From an optimization exercise on the open Yosys and OpenROAD flow, aimed at small area, a short achievable clock period and few clock cycles; shortcuts taken in it are not production practice. In this exercise RTL edits were held to simulation tests only and were not proved equivalent to the original. Power is estimated from default activity; no workload was simulated.

**flow/design.v**
```verilog
package tbc_pkg;
    localparam int CAPACITY = 64;
    localparam int ADDR_W   = $clog2(CAPACITY);
    localparam int CNT_W    = $clog2(CAPACITY + 1);
    localparam int CHAR_W   = 8;
    localparam int OPCODE_W = 3;
    localparam int COUNT_W  = 7;
    localparam int CMD_W    = 3 + CHAR_W + COUNT_W;
    localparam logic [OPCODE_W-1:0] OP_INSERT     = 3'd0;
    localparam logic [OPCODE_W-1:0] OP_DELETE     = 3'd1;
    localparam logic [OPCODE_W-1:0] OP_MOVE_LEFT  = 3'd2;
    localparam logic [OPCODE_W-1:0] OP_MOVE_RIGHT = 3'd3;
    localparam logic [OPCODE_W-1:0] OP_SHOW_RIGHT = 3'd4;
    localparam logic [OPCODE_W-1:0] OP_FULL_TEXT  = 3'd5;
    typedef struct packed {
        logic [OPCODE_W-1:0] opcode;
        logic [CHAR_W-1:0]   char_in;
        logic [COUNT_W-1:0]  count;
    } in_t;
    typedef struct packed {
        logic [CHAR_W-1:0]  char_out;
        logic               char_valid;
        logic [COUNT_W-1:0] cursor_pos;
        logic [COUNT_W-1:0] text_length;
        logic [COUNT_W-1:0] done_count;
        logic               full_error;
        logic               last;
    } out_t;
endpackage
module tbc_front (
    input  logic          clk,
    input  logic          rst_n,
    input  logic          in_valid,
    output logic          in_ready,
    input  tbc_pkg::in_t  in_data,
    output logic          req_valid,
    input  logic          req_pop,
    output tbc_pkg::in_t  req
);
    logic         a_valid_reg;
    logic         b_valid_reg;
    tbc_pkg::in_t a_reg;
    tbc_pkg::in_t b_reg;
    logic         take;
    logic         a_load;
    assign in_ready  = !b_valid_reg;
    assign req_valid = a_valid_reg;
    assign req       = a_reg;
    assign take      = in_valid && !b_valid_reg;
    assign a_load    = !a_valid_reg || req_pop;
    always_ff @(posedge clk or negedge rst_n)
    begin
        if (!rst_n)
        begin
            a_valid_reg <= 1'b0;
            b_valid_reg <= 1'b0;
        end
        else if (a_load)
        begin
            a_valid_reg <= b_valid_reg || take;
            b_valid_reg <= 1'b0;
        end
        else if (take)
            b_valid_reg <= 1'b1;
    end
    always_ff @(posedge clk)
    begin
        if (a_load)
            a_reg <= b_valid_reg ? b_reg : in_data;
        if (!b_valid_reg)
            b_reg <= in_data;
    end
endmodule
module tbc_ram (
    input  logic       clk,
    input  logic [6:0] pos,       
    input  logic       ins,       
    input  logic       shr,       
    input  logic       shl,       
    input  logic [7:0] ch,
    input  logic [5:0] raddr,
    output logic [7:0] rdata,
    output logic [7:0] rdata0     
);
    logic [7:0] mem [64];
    for (genvar i = 0; i < 64; i++)
    begin : g_ent
        logic       at;
        logic       past;
        logic       sel_ch;
        logic       sel_l;
        logic       sel_r;
        logic       hold;
        logic [7:0] lnb;
        logic [7:0] rnb;
        assign at     = (pos == 7'(i));
        assign past   = (pos < 7'(i));
        assign sel_ch = ins && at;
        assign sel_r  = shl && (at || past) && !sel_ch;
        assign sel_l  = shr && past;
        assign hold   = !(sel_ch || sel_l || sel_r);
        if (i == 0) assign lnb = '0; else assign lnb = mem[i-1];
        if (i == 63) assign rnb = '0; else assign rnb = mem[i+1];
        always_ff @(posedge clk)
        begin
            mem[i] <= ({8{hold}} & mem[i]) | ({8{sel_ch}} & ch) |
                      ({8{sel_l}} & lnb) | ({8{sel_r}} & rnb);
        end
    end
    assign rdata  = mem[raddr];
    assign rdata0 = mem[0];
endmodule
module tbc_back (
    input  logic          clk,
    input  logic          rst_n,
    input  logic          req_valid,
    output logic          req_pop,
    input  tbc_pkg::in_t  req,
    output logic          out_valid,
    input  logic          out_ready,
    output tbc_pkg::out_t out_data
);
    logic [6:0]    cur_reg, len_reg, rgt_reg;
    logic [6:0]    pos_reg, hole_reg;
    logic          strm_reg;
    logic          prep_reg, prep_next;
    logic [5:0]    rd_ptr_reg;
    logic [6:0]    rem_reg;
    logic          out_valid_reg;
    tbc_pkg::out_t out_reg;
    logic [6:0]    cur_next, len_next, rgt_next, pos_next, hole_next;
    logic          strm_next;
    logic [5:0]    rd_ptr_next;
    logic [6:0]    rem_next;
    tbc_pkg::out_t out_next;
    logic          out_load;
    logic       out_free;
    logic       is_ins, is_del, is_ml, is_mr, is_sr, is_sa, is_show;
    logic       op_ok, fire;
    logic       full, aligned, hole_any, hole_one, hole_le1;
    logic [6:0] k;
    logic [7:0] cur_mk, rgt_mk;
    logic [6:0] len_mk, cur_pk, rgt_pk, cur_p1, len_p1;
    logic [6:0] hole_pk, hole_pc, hole_m1, hole_m2;
    logic [6:0] k_m1, rgt_m1, len_m1;
    logic       kc, kr;
    logic [6:0] d_left, d_right, d_show;
    logic       show_zero, show_one;
    logic       ins_fire, del_fire;
    logic       show_head, hole_zero_next;
    logic [5:0] rd_inc, rd_step, phys_start;
    logic [6:0] hole_end;
    logic       ram_ins, ram_shr, ram_shl;
    logic [7:0] rdata, rdata0;
    assign k        = req.count;
    assign out_free = !out_valid_reg || out_ready;
    assign full     = len_reg[6];
    assign aligned  = (cur_reg == pos_reg);
    assign hole_any = (hole_reg != '0);
    assign hole_one = (hole_reg == 7'd1);
    assign hole_le1 = (hole_reg[6:1] == '0);
    assign is_ins  = (req.opcode == tbc_pkg::OP_INSERT);
    assign is_del  = (req.opcode == tbc_pkg::OP_DELETE);
    assign is_ml   = (req.opcode == tbc_pkg::OP_MOVE_LEFT);
    assign is_mr   = (req.opcode == tbc_pkg::OP_MOVE_RIGHT);
    assign is_sr   = (req.opcode == tbc_pkg::OP_SHOW_RIGHT);
    assign is_sa   = (req.opcode == tbc_pkg::OP_FULL_TEXT);
    assign is_show = is_sr || is_sa;
    assign op_ok    = ((is_ins || is_del) ? aligned : 1'b1) && (is_show ? (!hole_any || prep_reg) : 1'b1);
    assign fire     = req_valid && !strm_reg && out_free && op_ok;
    assign req_pop  = fire;
    assign ins_fire = fire && is_ins && !full;
    assign del_fire = fire && is_del;
    assign cur_mk  = {1'b0, cur_reg} - {1'b0, k};
    assign rgt_mk  = {1'b0, rgt_reg} - {1'b0, k};
    assign kc      = !cur_mk[7];
    assign kr      = !rgt_mk[7];
    assign len_mk  = len_reg - k;
    assign cur_pk  = cur_reg + k;
    assign rgt_pk  = rgt_reg + k;
    assign cur_p1  = cur_reg + 7'd1;
    assign len_p1  = len_reg + 7'd1;
    assign hole_pk = hole_any ? hole_reg + k - 7'd1 : k;
    assign hole_pc = hole_any ? hole_reg + cur_reg - 7'd1 : cur_reg;
    assign hole_m1 = hole_reg - 7'd1;
    assign hole_m2 = hole_reg - 7'd2;
    assign k_m1    = k - 7'd1;
    assign rgt_m1  = rgt_reg - 7'd1;
    assign len_m1  = len_reg - 7'd1;
    assign d_left    = kc ? k : cur_reg;
    assign d_right   = kr ? k : rgt_reg;
    assign d_show    = is_sa ? len_reg : d_right;
    assign show_zero = is_sa ? (len_reg == '0) : (kr ? (k == '0) : (rgt_reg == '0));
    assign show_one  = is_sa ? (len_reg == 7'd1) : (kr ? (k == 7'd1) : (rgt_reg == 7'd1));
    assign show_head = req_valid && is_show && !strm_reg;
    assign ram_ins   = ins_fire;
    assign ram_shr   = ins_fire && !hole_any;
    assign ram_shl   = hole_any && !(ins_fire && hole_one) && !show_head && !strm_reg;
    tbc_ram u_store (
        .clk    (clk),
        .pos    (pos_reg),
        .ins    (ram_ins),
        .shr    (ram_shr),
        .shl    (ram_shl),
        .ch     (req.char_in),
        .raddr  (rd_ptr_reg),
        .rdata  (rdata),
        .rdata0 (rdata0)
    );
    always_comb
    begin
        cur_next    = cur_reg;
        len_next    = len_reg;
        rgt_next    = rgt_reg;
        hole_next   = ram_shl ? hole_m1 : hole_reg;
        strm_next   = strm_reg;
        rem_next    = rem_reg;
        out_next    = out_reg;
        out_load    = 1'b0;
        if (strm_reg)
        begin
            if (out_free)
            begin
                out_load          = 1'b1;
                out_next.char_out = rdata;
                out_next.last     = (rem_reg == 7'd1);
                rem_next          = rem_reg - 7'd1;
                strm_next         = (rem_reg != 7'd1);
            end
        end
        else if (fire)
        begin
            out_load            = 1'b1;
            out_next.char_out   = '0;
            out_next.char_valid = 1'b0;
            out_next.done_count = '0;
            out_next.full_error = 1'b0;
            out_next.last       = 1'b1;
            unique case (req.opcode)
                tbc_pkg::OP_INSERT:
                begin
                    if (full)
                        out_next.full_error = 1'b1;
                    else
                    begin
                        cur_next            = cur_p1;
                        len_next            = len_p1;
                        out_next.done_count = 7'd1;
                        hole_next           = (hole_any && !hole_one) ? hole_m2 : '0;
                    end
                end
                tbc_pkg::OP_DELETE:
                begin
                    cur_next            = kc ? cur_mk[6:0] : 7'd0;
                    len_next            = kc ? len_mk : rgt_reg;
                    out_next.done_count = d_left;
                    hole_next           = kc ? hole_pk : hole_pc;
                end
                tbc_pkg::OP_MOVE_LEFT:
                begin
                    cur_next            = kc ? cur_mk[6:0] : 7'd0;
                    rgt_next            = kc ? rgt_pk : len_reg;
                    out_next.done_count = d_left;
                end
                tbc_pkg::OP_MOVE_RIGHT:
                begin
                    cur_next            = kr ? cur_pk : len_reg;
                    rgt_next            = kr ? rgt_mk[6:0] : 7'd0;
                    out_next.done_count = d_right;
                end
                tbc_pkg::OP_SHOW_RIGHT, tbc_pkg::OP_FULL_TEXT:
                begin
                    out_next.done_count = d_show;
                    if (!show_zero)
                    begin
                        out_next.char_out   = (is_sa && !prep_reg) ? rdata0 : rdata;
                        out_next.char_valid = 1'b1;
                        out_next.last       = show_one;
                        strm_next           = !show_one;
                        rem_next            = is_sa ? len_m1 : (kr ? k_m1 : rgt_m1);
                    end
                end
                default:
                begin
                end
            endcase
            out_next.cursor_pos  = cur_next;
            out_next.text_length = len_next;
        end
    end
    assign hole_zero_next = !hole_any || (hole_one && ram_shl);
    assign pos_next = (ins_fire || del_fire || hole_zero_next) ? cur_next : pos_reg;
    assign hole_end   = pos_reg + hole_reg;
    assign rd_inc     = rd_ptr_reg + 6'd1;
    assign rd_step    = (({1'b0, rd_ptr_reg} + 7'd1) == pos_reg) ? hole_end[5:0] : rd_inc;
    assign phys_start = is_sa ? ((pos_reg == '0) ? hole_reg[5:0] : 6'd0)
                              : ((cur_reg < pos_reg) ? cur_reg[5:0] : cur_reg[5:0] + hole_reg[5:0]);
    always_comb
    begin
        prep_next = prep_reg;
        if (strm_reg)
            rd_ptr_next = out_free ? ((rem_reg == 7'd1) ? cur_reg[5:0] : rd_step) : rd_ptr_reg;
        else if (fire)
        begin
            prep_next = 1'b0;
            if (is_show && !show_zero && !show_one)
                rd_ptr_next = prep_reg ? rd_step : (is_sa ? 6'd1 : cur_p1[5:0]);
            else
                rd_ptr_next = cur_next[5:0];
        end
        else if (prep_reg)
            rd_ptr_next = rd_ptr_reg;
        else if (show_head && hole_any)
        begin
            prep_next   = 1'b1;
            rd_ptr_next = phys_start;
        end
        else
            rd_ptr_next = cur_next[5:0];
    end
    always_ff @(posedge clk or negedge rst_n)
    begin
        if (!rst_n)
        begin
            cur_reg       <= '0;
            len_reg       <= '0;
            rgt_reg       <= '0;
            pos_reg       <= '0;
            hole_reg      <= '0;
            strm_reg      <= 1'b0;
            prep_reg      <= 1'b0;
            rd_ptr_reg    <= '0;
            out_valid_reg <= 1'b0;
        end
        else
        begin
            cur_reg       <= cur_next;
            len_reg       <= len_next;
            rgt_reg       <= rgt_next;
            pos_reg       <= pos_next;
            hole_reg      <= hole_next;
            strm_reg      <= strm_next;
            prep_reg      <= prep_next;
            rd_ptr_reg    <= rd_ptr_next;
            out_valid_reg <= out_load || (out_valid_reg && !out_ready);
        end
    end
    always_ff @(posedge clk)
    begin
        rem_reg <= rem_next;
        if (out_load)
            out_reg <= out_next;
    end
    assign out_valid = out_valid_reg;
    assign out_data  = out_reg;
endmodule
module text_buffer_with_cursor (
    input  logic           clk,
    input  logic           rst_n,
    input  logic           in_valid,
    output logic           in_ready,
    input  logic [17:0]    in_data,
    output logic           out_valid,
    input  logic           out_ready,
    output logic [31:0]    out_data
);
    tbc_pkg::in_t  in_rec;
    tbc_pkg::out_t out_rec;
    assign in_rec   = in_data;
    assign out_data = out_rec;
    logic         req_valid;
    logic         req_pop;
    tbc_pkg::in_t req;
    tbc_front u_front (
        .clk       (clk),
        .rst_n     (rst_n),
        .in_valid  (in_valid),
        .in_ready  (in_ready),
        .in_data   (in_rec),
        .req_valid (req_valid),
        .req_pop   (req_pop),
        .req       (req)
    );
    tbc_back u_back (
        .clk       (clk),
        .rst_n     (rst_n),
        .req_valid (req_valid),
        .req_pop   (req_pop),
        .req       (req),
        .out_valid (out_valid),
        .out_ready (out_ready),
        .out_data  (out_rec)
    );
endmodule
```
**flow/constraint.sdc**
```tcl
create_clock -name core_clock -period 6.0 [get_ports {clk}]
set_input_delay 1.2000 -clock core_clock [delete_from_list [all_inputs] [get_ports {clk}]]
set_output_delay 1.2000 -clock core_clock [all_outputs]
set_load 0.01 [all_outputs]
```
**flow/config.mk**
```make
export PLATFORM = sky130hd
export DESIGN_NAME = text_buffer_with_cursor
export DESIGN_NICKNAME = text_buffer_with_cursor
export VERILOG_FILES = /design/flow/design.v
export SDC_FILE = /design/flow/constraint.sdc
export NUM_CORES = 4
export LEC_CHECK = 0
export ABC_CLOCK_PERIOD_IN_PS = 2700
export CAP_MARGIN = 20
export CORE_MARGIN = 2
export CORE_UTILIZATION = 40
export SETUP_SLACK_MARGIN = 3.3
export SLEW_MARGIN = 20
export TNS_END_PERCENT = 10
```
**flow/run.sh**
```bash
#!/bin/bash
# synth_recipe.tcl (not shown) runs the flow's synth.tcl, then flattens the netlist and writes it again
# the make line also repeats each setting of config.mk as NAME=value (left out here)
make -C /OpenROAD-flow-scripts/flow DESIGN_CONFIG=/design/flow/config.mk WORK_HOME=/design/flow/orfs CLKGATE_MAP_FILE= SYNTH_SCRIPT=/design/flow/synth_recipe.tcl finish
```
==> impl_results.md <==
* Worst-skew pair later-pin latency at 0.70 ns
* Vias in the first global route at 37.4k
* Combinational share of power at 0.538
* Die area at 91,300 um2
* Initial antenna violation count at 37
* Internal power at 12.2 mW
* Largest net degree at the start of global routing at 65
* Dominant synthesized flop cell: dfxtp_1
* Area of the multi-input gates at 23,400 um2
* Drt pass-1 iters at 14
* Register Area at 13,500 um2
* Sequential share of power at 0.265
* Ys Warns at 4
* Worst hold path type: flop to flop
* # setup viols final at 0
* Die Y-Extent at 302 um
* Vias per inst at 7.51
* Cts bufs inserted at 76
* Bufs on Longest Clock Path at 3
* Slew Limit Headroom at 0.150
* Power density cells at 525 nW/um2
* Run status: complete, no violations
* Placer Congestion at 1.15
* Num rows at 109
* Netlist cell types at 95
* Post-synthesis cell area at 35,500 um2
* Final worst-path cycle share at 0.617
* Largest cells by area after synthesis: dfxtp_1 (30%), a222oi_1 (9.3%), nand2_1 (8.8%)
* #FFs+latches synth at 633
* CTS tree: yes
* Switching portion of total power at 0.491
* Antenna Nets Post-Route at 0
* Slew @ Worst Pin at 1.28 ns
* CP arrival at 4.14 ns
* Post-Synthesis Cells at 4,103
* FILL cells at 8,179
* Top-count cell post-synth: nand2_1
* Core box area at 88,200 um2
* Final net count at 4,568
* Post-synthesis sequential area ratio at 0.379
* Worst clock skew at 0.0413 ns
* Crit path launch type: flop
* Dpl cell area at 38,300 um2
* Syn nets at 4,223
* Htree depth at 3
* Post-synth ARST share at 0.0727
* Clock sinks at 633
* Global-route wire length before repair at 320 mm
* Post-CTS Hold Buffers at 0
* Sw power at 11.8 mW
* Max FFs per register at 512
* LEAKAGE at 18.2 nW
* Starting density of the core at 0.403
* Syn Area/Cell at 8.66 um2
* Number of flops mapped to enable cells by yosys at 57
* Tot GR Track Use at 0.507
* Max Cap Viol at 0
* DR WL/cell at 42.0 um
* Peak VDD IR at 0.494 mV
* Top cells by count, synth: nand2_1 (836), dfxtp_1 (530), a222oi_1 (331)
* Tmin final at 3.70 ns
* Routed wire length at 239 mm
* DRT iter0 DRCs at 10.5k
* RSZ-0062 raised after global routing: yes
* Final hold slack at 0.470 ns
* Share of the synthesized area in the top cell type at 0.298
* Clock power frac at 0.197
* Area growth, synth to finish at 28.4%
* Layout cells sized above 1 at 0.230
* Max FO, Critical Path at 5
* FMAX at 270 MHz
* Residual DRC at 0
* Required time of the critical path at 6.44 ns
* Final Hold Viols at 0
* Post-route cell area at 45,600 um2
* IO Pins at 56
* Yosys top cell by area: dfxtp_1
* Final slew viol count at 0
* CTS clk-pin slew, worst paths at 0.06 ns
* Remaining Overflow, GRT at 0
* Crit. End Element: flop
* Clock root buffer: clkbuf_16
* Die W at 302 um
* Port buffer count at 55
* Via Count at 42.8k
* WS Path Type: flop to flop
* DPL Wire Length at 178 mm
* Setup Total Neg Slack at 0 ns
==> worst max-delay path, stage by stage (launching register included) <==
cell      delay (ns)
dfrtp_2         0.46
buf_6           0.14
ha_4            0.18
nand3b_1        0.23
nor2_2          0.16
a222oi_1        1.07
nand3_1         0.20
nor3_2          0.23
nand2_4         0.16
o41ai_4         0.43
o21ai_0         0.14
==> cells by family after synthesis <==
logic type               after synthesis  synth area share
buffers and inverters                317            0.0360
flip-flops                           633             0.379
multiplexers                          45            0.0143
AO/OA/AOI/OAI                       1401             0.320
AND/OR/NAND/NOR                     1525             0.193
adder cells (fa/ha/maj)               98            0.0364
XOR/XNOR                              84            0.0211
==> metal layers <==
metal / vias up / wire length, um / track usage
met5: - / 148 / 0
met4: 22 / 23500 / 0.386
met3: 1063 / 36200 / 0.206
met2: 4232 / 92100 / 0.685
met1: 20500 / 87200 / 0.638
li1: 16900 / - / -
==> final timing paths <==
check                                                end                              from  cells past startpoint  slack (ns)
setup / recovery            u_back.out_reg[30]$_DFFE_PP_  u_back.rd_ptr_reg[1]$_DFFE_PN0P_                     10        2.30
hold / removal                  u_front.b_reg[3]$_DFF_P_          u_front.b_reg[3]$_DFF_P_                      1        0.47
hold reg to reg                 u_front.b_reg[3]$_DFF_P_          u_front.b_reg[3]$_DFF_P_                      1        0.47
max in group asynchronous  u_back.pos_reg[5]$_DFFE_PN0P_                             rst_n                      2        4.79
setup reg to reg            u_back.out_reg[30]$_DFFE_PP_  u_back.rd_ptr_reg[1]$_DFFE_PN0P_                     10        2.30
min in group asynchronous  u_back.rgt_reg[2]$_DFFE_PN0P_                             rst_n                      2        0.63
==> what timing repair did <==
item,in CTS,in global routing
pin swaps,116,89
endpoints found under the setup margin,687,662
resized for setup,396,164
setup buffers,187,76
cloned,5,4
==> power groups by stage <==
stage	clock network, mW	registers (mW)	logic, mW
after floorplan	0	5.60	6.50
after global placement	0	6.44	9.39
after detailed placement	0	6.43	9.44
after CTS	4.70	6.22	11.5
after global routing	4.87	6.30	13.4
final	4.72	6.34	12.9
==> cells in the final DEF, fill, tap and decap left out, types with 26 or more instances in the layout <==
| master | Yosys | final |
|---|---|---|
| inv_1 | 115 | 102 |
| a222oi_1 | 331 | 331 |
| a21oi_1 | 158 | 126 |
| a22oi_2 | 0 | 29 |
| nor2_1 | 288 | 211 |
| buf_4 | 8 | 340 |
| dfxtp_1 | 530 | 530 |
| a221o_1 | 177 | 176 |
| a22oi_1 | 229 | 200 |
| nor2_4 | 2 | 52 |
| buf_12 | 0 | 27 |
| clkbuf_16 | 0 | 80 |
| nand2_1 | 836 | 814 |
| nor2_2 | 28 | 56 |
| nor3_1 | 82 | 33 |
| nand4_1 | 42 | 42 |
| ha_1 | 89 | 74 |
| xnor2_1 | 59 | 59 |
| o21ai_0 | 112 | 90 |
| edfxtp_1 | 57 | 57 |
| clkdlybuf4s50_1 | 0 | 53 |
| diode_2 | 0 | 26 |
| mux2_2 | 27 | 27 |
| a22o_1 | 169 | 168 |
| buf_6 | 4 | 29 |
| nand3_1 | 68 | 58 |
| nor3_2 | 29 | 46 |
| nor3_4 | 3 | 35 |
==> area by class of cell <==
type | instances | share of cell area
Antenna cell | 26 | 0.00143
Clock buffer | 103 | 0.0476
Clock inverter | 30 | 0.00694
Inverter | 119 | 0.0107
Multi-Input combinational cell | 3155 | 0.513
Sequential cell | 633 | 0.296
Tap cell | 1165 | 0.0319
Timing Repair Buffer | 463 | 0.0923
==> stage by stage <==
| stage | utilization | std cells | setup WS [ns] | power (mW) |
|---|---|---|---|---|
| detailed placement | 0.434 | 5262 | 1.12 | 15.9 |
| floorplan | - | 4103 | 3.11 | 12.1 |
| global route | 0.516 | 5669 | 2.39 | 24.5 |
| finish | 0.517 | 5694 | 2.30 | 24.0 |
| CTS | 0.500 | 5587 | 2.69 | 22.4 |
| global placement | 0.434 | 5262 | 1.19 | 15.8 |
Testbench counts, summed over its fixed seeds: cycles 29,211.

port drivers added, routing unchanged:
The results above use ideal ports. As a check the final layout listed here was re-extracted and re-timed, cells and wires unchanged. Step 1, drivers: a clkbuf_16 drives clk and a buf_2 each remaining input, both assumed. Step 2 moves the port delays by t, midway between the first and last clock arrival at a register: inputs arrive t later, outputs are due t later. That takes back most of the time a late clock gives input paths. a / b / c = ideal ports / drivers / drivers and shift; a / b = the first two.
t, ns: 0.754
setup slack, ns: 2.299 / 2.299 / 2.210
worst setup path after step 2: input to register
slew at the worst register clock pin (ns): 0.07 / 0.07
cell pins on the clock port's net: 1
After both steps this run still meets setup and hold. For this run, drivers alone change the setup slack by 0.000 ns; drivers and shift together by -0.089 ns.
